From an optimization exercise on the open Yosys and OpenROAD flow, aimed at small area and a short achievable clock period; shortcuts taken in it are not production practice.
The RTL was checked by simulation tests, not by an equivalence proof against the original design.
Power is estimated from default activity; no workload was simulated.

Setup of the reference run:
==> module prog_delay_line, before the edit <==
module prog_delay_line #(
  parameter  int WIDTH = 8,
  parameter  int DEPTH = 256,
  localparam int AW    = $clog2(DEPTH)
) (
  input  logic             clk,
  input  logic             rst,
  input  logic             shift_enable,
  input  logic [WIDTH-1:0] data_in,
  input  logic             cfg_load,
  input  logic [AW:0]      delay_cfg,
  input  logic             flush,
  output logic [WIDTH-1:0] data_out,
  output logic             out_valid,
  output logic [AW:0]      cur_delay
);
  localparam int G  = 16;           
  logic [WIDTH-1:0] chain [DEPTH-1];
  logic [AW:0]      cur_delay_q;       
  logic [AW-1:0]    dm1_q, dm1_d;      
  logic [AW-1:0]    fill_q, fill_d;    
  logic [WIDTH-1:0] data_out_q, data_out_d;
  logic             out_valid_q, out_valid_d;
  logic [WIDTH-1:0] data_out_n;
  logic             out_valid_n;
  logic [AW:0]      cfg_clamped;
  logic [3:0]       ins_row;
  logic             restart;
  logic             cfg_is_1;
  logic             cur_is_1;
  logic             hit;
  logic             d_is_1;
  logic [WIDTH-1:0] rd_data;
  always_comb begin
    cfg_clamped = delay_cfg;
    if (delay_cfg == '0) begin
      cfg_clamped = (AW+1)'(1);
    end else if (delay_cfg > (AW+1)'(DEPTH)) begin
      cfg_clamped = (AW+1)'(DEPTH);
    end
  end
  always_comb begin
    if (delay_cfg[AW])            dm1_d = '1;
    else if (delay_cfg == '0)     dm1_d = '0;
    else                          dm1_d = delay_cfg[AW-1:0] - AW'(1);
    if (!cfg_load)                dm1_d = dm1_q;
  end
  assign ins_row = ~dm1_q[AW-1:4];
  assign rd_data = chain[DEPTH - 1 - G + int'(dm1_q[3:0])];
  assign restart  = cfg_load | flush;
  assign cfg_is_1 = (delay_cfg[AW:1] == '0);
  assign cur_is_1 = (dm1_q == '0);
  assign d_is_1   = cfg_load ? cfg_is_1 : cur_is_1;
  assign hit      = restart ? d_is_1 : (fill_q >= dm1_q);
  always_comb begin
    fill_d      = restart ? '0 : fill_q;
    data_out_d  = ~data_out_n;
    out_valid_d = ~out_valid_n;
    if (restart) begin
      data_out_d  = '0;
      out_valid_d = 1'b0;
    end
    if (shift_enable) begin
      fill_d = (fill_d == '1) ? fill_d : fill_d + AW'(1);
      if (hit) begin
        out_valid_d = 1'b1;
        data_out_d  = d_is_1 ? data_in : rd_data;
      end else begin
        out_valid_d = 1'b0;
        data_out_d  = '0;
      end
    end
  end
  always_ff @(posedge clk) begin
    if (rst) begin
      fill_q      <= '0;
      dm1_q       <= AW'(DEPTH - 1);
      cur_delay_q <= (AW+1)'(DEPTH);
      data_out_q  <= '0;
      out_valid_q <= 1'b0;
      data_out_n  <= '1;
      out_valid_n <= 1'b1;
    end else begin
      fill_q      <= fill_d;
      dm1_q       <= dm1_d;
      cur_delay_q <= cfg_load ? cfg_clamped : cur_delay_q;
      data_out_q  <= data_out_d;
      out_valid_q <= out_valid_d;
      data_out_n  <= ~data_out_d;
      out_valid_n <= ~out_valid_d;
    end
  end
  always_ff @(posedge clk) begin
    if (shift_enable) begin
      chain[0] <= data_in;
      for (int s = 1; s < DEPTH-1; s++) begin
        if (s % G == 0 && (cfg_load || ins_row == 4'(s / G))) chain[s] <= data_in;
        else                                                  chain[s] <= chain[s-1];
      end
    end
  end
  assign data_out  = data_out_q;
  assign out_valid = out_valid_q;
  assign cur_delay = cur_delay_q;
endmodule
clock: 6.0 ns
lec_check: 0
cap_margin: 20
core_margin: 2
core_utilization: 40
cts_cluster_diameter: 100
cts_cluster_size: 30
setup_slack_margin: 3.7
slew_margin: 20
run.sh (not shown) runs the stock make flow with config.mk's settings and CLKGATE_MAP_FILE= SYNTH_SCRIPT=/design/flow/synth_recipe.tcl, a recipe that flattens the netlist after the stock synthesis.
Input-level comparison between the trial run and the reference run:
--- a/flow/design.v
+++ b/flow/design.v
@@ -19,12 +19,10 @@
   logic [AW:0]      cur_delay_q;       
   logic [AW-1:0]    dm1_q, dm1_d;      
   logic [AW-1:0]    fill_q, fill_d;    
   logic [WIDTH-1:0] data_out_q, data_out_d;
   logic             out_valid_q, out_valid_d;
-  logic [WIDTH-1:0] data_out_n;
-  logic             out_valid_n;
   logic [AW:0]      cfg_clamped;
   logic [3:0]       ins_row;
   logic             restart;
   logic             cfg_is_1;
   logic             cur_is_1;
@@ -52,12 +50,12 @@
   assign cur_is_1 = (dm1_q == '0);
   assign d_is_1   = cfg_load ? cfg_is_1 : cur_is_1;
   assign hit      = restart ? d_is_1 : (fill_q >= dm1_q);
   always_comb begin
     fill_d      = restart ? '0 : fill_q;
-    data_out_d  = ~data_out_n;
-    out_valid_d = ~out_valid_n;
+    data_out_d  = data_out_q;
+    out_valid_d = out_valid_q;
     if (restart) begin
       data_out_d  = '0;
       out_valid_d = 1'b0;
     end
     if (shift_enable) begin
@@ -76,20 +74,16 @@
       fill_q      <= '0;
       dm1_q       <= AW'(DEPTH - 1);
       cur_delay_q <= (AW+1)'(DEPTH);
       data_out_q  <= '0;
       out_valid_q <= 1'b0;
-      data_out_n  <= '1;
-      out_valid_n <= 1'b1;
     end else begin
       fill_q      <= fill_d;
       dm1_q       <= dm1_d;
       cur_delay_q <= cfg_load ? cfg_clamped : cur_delay_q;
       data_out_q  <= data_out_d;
       out_valid_q <= out_valid_d;
-      data_out_n  <= ~data_out_d;
-      out_valid_n <= ~out_valid_d;
     end
   end
   always_ff @(posedge clk) begin
     if (shift_enable) begin
       chain[0] <= data_in;
### Flow results
Final clock period utilization by the worst path: the trial run vs the reference run down 0.23 points. Summary of the trial run over the reference run: final area fell 490 um^2; die area shows a reduction of 710 um^2. Comparing the reference run and the trial run, clock period minus final worst setup slack is higher on the reference run. On part of the total power dissipated in the clock network, the reference run and the trial run are basically level. The final layouts of the reference run and the trial run pass the timing, DRC and antenna checks. The trial run does worse than the reference run on wire length after detailed routing.

-- re-timing with driven ports --
The results above use ideal ports. As a check the final layouts listed here were re-extracted and re-timed, cells and wires unchanged.
Step 1: set_driving_cell puts a clkbuf_16 on clk and a buf_2 on each other input, an assumption about the parent block.
Step 2 adds t to the input delays and takes it off the output delays; t is the mean of the earliest and latest rising clock arrival at the registers after step 1. Input paths then give back, and output paths get back, about the clock's delay inside the block.
Slacks: ideal ports / drivers / drivers and shift; pairs: ideal ports / drivers.
run	shift t [ns]	setup slack, ns	worst register clock-pin slew, ns	cell pins on the clock port's net
the reference run	0.786	3.586 / 3.505 / 2.817	0.12 / 0.12	1
the trial run	0.767	3.600 / 3.527 / 2.876	0.12 / 0.12	1
After both steps every run listed still meets setup and hold. The setup slack of the reference run, which loses most, moves by -0.081 ns with the drivers and by -0.769 ns with both steps.
